Source: an optimization exercise on an open RTL-to-GDS flow (aim: a short achievable clock period and few clock cycles). Production flows keep margins and buffers that such runs may drop.
Function was checked by simulation only, so behaviour that the tests miss may differ from the original.
The clock input has no modelled driver; a real chip could not lean on it and would need a root buffer or a full tree.
No activity file was given, so power comes from the tool's default toggle rates.

## cedar
==> module cursor_writer, before the edit <==
module cursor_writer (
  input  logic        clk,
  input  logic        i_print,
  input  logic        i_bs,
  input  logic        i_tab,
  input  logic        i_nl,
  input  logic [7:0]  i_tab_oh,
  input  logic [6:0]  i_tab_th,
  input  logic        i_clr,
  output logic [3:0]  o_line_oh,    
  output logic [3:0]  o_wrap_oh,    
  output logic [15:0] o_print_col,  
  output logic [15:0] o_blank_col,  
  output logic        o_clr,        
  output logic [7:0]  o_ch,
  output logic [3:0]  o_top_oh,     
  output logic        o_top0_print,  
  output logic        o_top0_kill,   
  input  logic [7:0]  i_ch
);
  localparam int W = console_geom_pkg::LINE_WIDTH;
  localparam int S = console_geom_pkg::SLOTS;
  logic [S-1:0] line_oh;
  logic [W-1:0] col_oh;    
  logic [S-1:0] top_oh;
  logic [1:0]   moves;     
  logic [W-1:0] bs_col;    
  logic [7:0]   shift;     
  logic [6:0]   reach;     
  logic [W-1:0] col_nxt;
  logic [S-1:0] nxt_oh;
  logic         wrap;
  always_comb begin
    shift    = i_tab ? i_tab_oh : 8'(!(i_print || i_bs || i_nl));
    shift[1] = shift[1] | i_print;
    reach    = i_tab ? i_tab_th : '0;
    reach[0] = reach[0] | i_print;
    for (int c = 0; c < W; c++) begin
      bs_col[c] = (c == W - 1) ? 1'b0 : col_oh[c+1];
    end
    bs_col[0] = col_oh[1] | col_oh[0];
    wrap = i_nl;
    for (int k = 0; k < 7; k++) begin
      wrap = wrap | (col_oh[W-1-k] & reach[k]);
    end
    for (int c = 0; c < W; c++) begin
      col_nxt[c] = i_bs & bs_col[c];
      for (int k = 0; k < 8; k++) begin
        if (c - k >= 0) col_nxt[c] = col_nxt[c] | (col_oh[c-k] & shift[k]);
      end
    end
    col_nxt[0] = col_nxt[0] | wrap;
  end
  assign nxt_oh = {line_oh[S-2:0], line_oh[S-1]};
  assign o_top_oh = top_oh;
  always_ff @(posedge clk) begin
    o_clr       <= i_clr;
    o_ch        <= i_ch;
    o_line_oh   <= line_oh;
    o_wrap_oh   <= wrap ? nxt_oh : '0;
    o_print_col <= i_print ? col_oh : '0;
    o_blank_col <= i_bs ? bs_col : '0;
    o_top0_print <= !i_clr && (moves == 2'd0) && i_print && col_oh[0];
    o_top0_kill  <= i_clr || ((moves == 2'd0) && i_bs && bs_col[0]);
  end
  always_ff @(posedge clk) begin
    if (i_clr) begin
      line_oh <= S'(1);
      col_oh  <= W'(1);
      top_oh  <= S'(1);
      moves   <= '0;
    end else begin
      col_oh <= col_nxt;
      if (wrap) begin
        line_oh <= nxt_oh;
        if (moves == 2'd3) begin
          top_oh <= {top_oh[S-2:0], top_oh[S-1]};
        end else begin
          moves <= moves + 2'd1;
        end
      end
    end
  end
endmodule
==> module char_ram, before the edit <==
module char_ram (
  input  logic         clk,
  input  logic         i_clr,         
  input  logic [3:0]   i_line_oh,
  input  logic [3:0]   i_wrap_oh,     
  input  logic [15:0]  i_print_col,
  input  logic [15:0]  i_blank_col,
  input  logic [7:0]   i_ch,
  input  logic [3:0]   i_rot_oh,      
  output logic [31:0]  o_col0,        
  output logic [31:0]  o_col1         
);
  localparam int W = console_geom_pkg::LINE_WIDTH;
  localparam int S = console_geom_pkg::SLOTS;
  logic [127:0] mem   [S];
  logic [127:0] mem_d [S];
  always_comb begin
    for (int l = 0; l < S; l++) begin
      for (int c = 0; c < W; c++) begin
        if (i_clr || i_wrap_oh[l] || (i_line_oh[l] && i_blank_col[c])) begin
          mem_d[l][8*c +: 8] = console_code_pkg::BLANK_CHAR;
        end else if (i_line_oh[l] && i_print_col[c]) begin
          mem_d[l][8*c +: 8] = i_ch;
        end else if (i_rot_oh[l]) begin
          mem_d[l][8*c +: 8] = mem[l][8*((c+1)%W) +: 8];
        end else begin
          mem_d[l][8*c +: 8] = mem[l][8*c +: 8];
        end
      end
    end
  end
  always_ff @(posedge clk) begin
    for (int l = 0; l < S; l++) begin
      mem[l] <= mem_d[l];
    end
  end
  always_comb begin
    for (int l = 0; l < S; l++) begin
      o_col0[8*l +: 8] = mem[l][7:0];
      o_col1[8*l +: 8] = mem[l][15:8];
    end
  end
endmodule
==> module console_buffer, before the edit <==
module console_buffer (
  input  logic       clk,
  input  logic       rst,
  input  logic       i_char_stb,
  input  logic [7:0] i_char,
  input  logic       i_alt_func_en,
  input  logic [2:0] i_tab_count,
  input  logic       i_clear_screen_stb,
  output logic       o_wr_char_rdy,
  input  logic       i_read_frame_stb,
  input  logic       i_char_req_en,
  output logic       o_char_rdy,
  output logic [7:0] o_char
);
  logic         print, bs, tab, nl, clr, clr_w;
  logic [7:0]   ch, ch_w;
  logic         top0_print, top0_kill;
  logic [7:0]   tab_oh;
  logic [6:0]   tab_th;
  logic [15:0]  print_col, blank_col;
  logic [3:0]   line_oh, wrap_oh, top_oh, rot_oh;
  logic [31:0]  col0, col1;
  char_decoder u_char_decoder (
    .clk(clk), .rst(rst),
    .i_char_stb(i_char_stb), .i_char(i_char), .i_alt_func_en(i_alt_func_en),
    .i_tab_count(i_tab_count), .i_clear_screen_stb(i_clear_screen_stb),
    .o_wr_char_rdy(o_wr_char_rdy),
    .o_print(print), .o_bs(bs), .o_tab(tab), .o_nl(nl), .o_ch(ch),
    .o_tab_oh(tab_oh), .o_tab_th(tab_th), .o_clr(clr)
  );
  cursor_writer u_cursor_writer (
    .clk(clk),
    .i_print(print), .i_bs(bs), .i_tab(tab), .i_nl(nl),
    .i_tab_oh(tab_oh), .i_tab_th(tab_th), .i_clr(clr),
    .o_line_oh(line_oh), .o_wrap_oh(wrap_oh), .o_print_col(print_col),
    .o_blank_col(blank_col), .o_clr(clr_w), .o_ch(ch_w),
    .o_top_oh(top_oh), .o_top0_print(top0_print), .o_top0_kill(top0_kill), .i_ch(ch)
  );
  char_ram u_char_ram (
    .clk(clk), .i_clr(clr_w),
    .i_line_oh(line_oh), .i_wrap_oh(wrap_oh), .i_print_col(print_col),
    .i_blank_col(blank_col), .i_ch(ch_w),
    .i_rot_oh(rot_oh), .o_col0(col0), .o_col1(col1)
  );
  frame_reader u_frame_reader (
    .clk(clk), .rst(rst),
    .i_read_frame_stb(i_read_frame_stb), .i_char_req_en(i_char_req_en),
    .i_top_oh(top_oh), .i_col0(col0), .i_col1(col1), .i_ch(ch_w), .i_top0_print(top0_print), .i_top0_kill(top0_kill),
    .o_rot_oh(rot_oh), .o_char_rdy(o_char_rdy), .o_char(o_char)
  );
endmodule
clock: 5.0 ns
lec_check: 0
abc_clock_period_in_ps: 1500
cap_margin: 20
core_margin: 2
core_utilization: 55
setup_slack_margin: 3.4
slew_margin: 20
synth_memory_max_bits: 4096
tns_end_percent: 100
standard.sh (not shown) runs the stock make flow with config.mk's settings and CLKGATE_MAP_FILE= SYNTH_SCRIPT=/design/flow/synth_recipe.tcl, a recipe that flattens the netlist after the stock synthesis.
==> flow/flow/run.sh <==
#!/bin/bash
# The standard layout, with the clock tree replaced after CTS by a two-level inverter tree (flow/post_cts.tcl).
# make's output goes to standard.log; each ORFS step keeps its own log under orfs/logs.
set -euo pipefail
here=$(pwd)
export POST_CTS_TCL="$here/flow/post_cts.tcl"
bash standard.sh > "$here/standard.log" 2>&1
Other scripts of this flow, unchanged in this note and not shown: flow/flow/post_cts.tcl
Testbench counts of cedar, summed over its fixed seeds: cycles 30,826.
Here is what was changed in the inputs of nickel compared with cedar.
-- flow/design.v --
<<< cedar, line 96
  input  logic        i_clr,
  output logic [3:0]  o_line_oh,    
  output logic [3:0]  o_wrap_oh,    
  output logic [15:0] o_print_col,  
  output logic [15:0] o_blank_col,  
  output logic        o_clr,        
  output logic [7:0]  o_ch,
  output logic [3:0]  o_top_oh,     
>>> nickel, line 96
  input  logic        i_clr,
  output logic [3:0]  o_line_oh,    
  output logic [3:0]  o_kill_oh,    
  output logic [15:0] o_print_col,  
  output logic [15:0] o_blank_col,  
  output logic [7:0]  o_ch,
  output logic [3:0]  o_top_oh,     
<<< cedar, line 142
  assign o_top_oh = top_oh;
  always_ff @(posedge clk) begin
    o_clr       <= i_clr;
    o_ch        <= i_ch;
    o_line_oh   <= line_oh;
    o_wrap_oh   <= wrap ? nxt_oh : '0;
    o_print_col <= i_print ? col_oh : '0;
    o_blank_col <= i_bs ? bs_col : '0;
>>> nickel, line 141
  assign o_top_oh = top_oh;
  always_ff @(posedge clk) begin
    o_ch        <= i_ch;
    o_line_oh   <= line_oh;
    o_kill_oh   <= i_clr ? '1 : wrap ? nxt_oh : '0;
    o_print_col <= i_print ? col_oh : '0;
    o_blank_col <= i_bs ? bs_col : '0;
<<< cedar, line 173
module char_ram (
  input  logic         clk,
  input  logic         i_clr,         
  input  logic [3:0]   i_line_oh,
  input  logic [3:0]   i_wrap_oh,     
  input  logic [15:0]  i_print_col,
  input  logic [15:0]  i_blank_col,
>>> nickel, line 171
module char_ram (
  input  logic         clk,
  input  logic [3:0]   i_line_oh,
  input  logic [3:0]   i_kill_oh,     
  input  logic [15:0]  i_print_col,
  input  logic [15:0]  i_blank_col,
<<< cedar, line 190
    for (int l = 0; l < S; l++) begin
      for (int c = 0; c < W; c++) begin
        if (i_clr || i_wrap_oh[l] || (i_line_oh[l] && i_blank_col[c])) begin
          mem_d[l][8*c +: 8] = console_code_pkg::BLANK_CHAR;
        end else if (i_line_oh[l] && i_print_col[c]) begin
>>> nickel, line 187
    for (int l = 0; l < S; l++) begin
      for (int c = 0; c < W; c++) begin
        if (i_kill_oh[l] || (i_line_oh[l] && i_blank_col[c])) begin
          mem_d[l][8*c +: 8] = console_code_pkg::BLANK_CHAR;
        end else if (i_line_oh[l] && i_print_col[c]) begin
<<< cedar, line 304
  output logic [7:0] o_char
);
  logic         print, bs, tab, nl, clr, clr_w;
  logic [7:0]   ch, ch_w;
  logic         top0_print, top0_kill;
>>> nickel, line 301
  output logic [7:0] o_char
);
  logic         print, bs, tab, nl, clr;
  logic [7:0]   ch, ch_w;
  logic         top0_print, top0_kill;
<<< cedar, line 310
  logic [6:0]   tab_th;
  logic [15:0]  print_col, blank_col;
  logic [3:0]   line_oh, wrap_oh, top_oh, rot_oh;
  logic [31:0]  col0, col1;
  char_decoder u_char_decoder (
>>> nickel, line 307
  logic [6:0]   tab_th;
  logic [15:0]  print_col, blank_col;
  logic [3:0]   line_oh, kill_oh, top_oh, rot_oh;
  logic [31:0]  col0, col1;
  char_decoder u_char_decoder (
<<< cedar, line 324
    .i_print(print), .i_bs(bs), .i_tab(tab), .i_nl(nl),
    .i_tab_oh(tab_oh), .i_tab_th(tab_th), .i_clr(clr),
    .o_line_oh(line_oh), .o_wrap_oh(wrap_oh), .o_print_col(print_col),
    .o_blank_col(blank_col), .o_clr(clr_w), .o_ch(ch_w),
    .o_top_oh(top_oh), .o_top0_print(top0_print), .o_top0_kill(top0_kill), .i_ch(ch)
  );
  char_ram u_char_ram (
    .clk(clk), .i_clr(clr_w),
    .i_line_oh(line_oh), .i_wrap_oh(wrap_oh), .i_print_col(print_col),
    .i_blank_col(blank_col), .i_ch(ch_w),
    .i_rot_oh(rot_oh), .o_col0(col0), .o_col1(col1)
>>> nickel, line 321
    .i_print(print), .i_bs(bs), .i_tab(tab), .i_nl(nl),
    .i_tab_oh(tab_oh), .i_tab_th(tab_th), .i_clr(clr),
    .o_line_oh(line_oh), .o_kill_oh(kill_oh), .o_print_col(print_col),
    .o_blank_col(blank_col), .o_ch(ch_w),
    .o_top_oh(top_oh), .o_top0_print(top0_print), .o_top0_kill(top0_kill), .i_ch(ch)
  );
  char_ram u_char_ram (
    .clk(clk),
    .i_line_oh(line_oh), .i_kill_oh(kill_oh), .i_print_col(print_col),
    .i_blank_col(blank_col), .i_ch(ch_w),
    .i_rot_oh(rot_oh), .o_col0(col0), .o_col1(col1)
Comparing nickel and cedar, the lower final wirelength is on nickel.
Count of TritonRoute iterations in the first routing pass (nickel over cedar): increase, 2
Looking at nickel and cedar, the post-placement setup slack is a wash.
Cell area shrinks slightly when moving from cedar to nickel.
Compared nickel against cedar; post-route fraction of the period consumed by the critical path within noise.
nickel against cedar: worst hold slack saw little to no change, sequential cell count saw little to no change, count of final max-slew check failures saw little to no change, register area saw little to no change.
On total die area, nickel tracks cedar almost exactly.
As far as die extent in x is concerned, nickel and cedar perform about the same.
In nickel relative to cedar, overall power had gone down slightly.
Any difference in number of buffers and inverters on the critical path between nickel and cedar is small enough to ignore.
Testbench counts of nickel, summed over its fixed seeds: cycles 30,826.
No run of this note takes its clock network from TritonCTS; it comes from the design's own scripts or RTL.

## afterwards: timing with drivers on the ports
The results above use ideal ports. As a check the final layouts listed here were re-extracted and re-timed, cells and wires unchanged. Step 1 (the two cells are an assumption about what drives the block):
set clk [get_ports {clk}]
set_driving_cell -lib_cell sky130_fd_sc_hd__clkbuf_16 $clk
set_driving_cell -lib_cell sky130_fd_sc_hd__buf_2 [delete_from_list [all_inputs] $clk]
Step 2, shift: input delay + t, output delay - t, t = (earliest + latest rising clock arrival at the registers) / 2. This alone moves slack from input paths to output paths. Slacks: ideal ports / drivers / drivers and shift; pairs: ideal ports / drivers.
| run | shift t [ns] | setup slack, ns | worst setup path after step 2 | slew at the worst register clock pin (ns) | cell pins on the clock port's net |
|---|---|---|---|---|---|
| cedar | 0.499 | 3.292 / 3.027 / 3.141 | input to register | 0.10 / 0.11 | 4 |
| nickel | 0.505 | 3.294 / 3.026 / 3.131 | input to register | 0.10 / 0.10 | 4 |
After both steps every run listed still meets setup and hold. For nickel, which loses most, drivers alone change the setup slack by -0.268 ns; drivers and shift together by -0.163 ns.
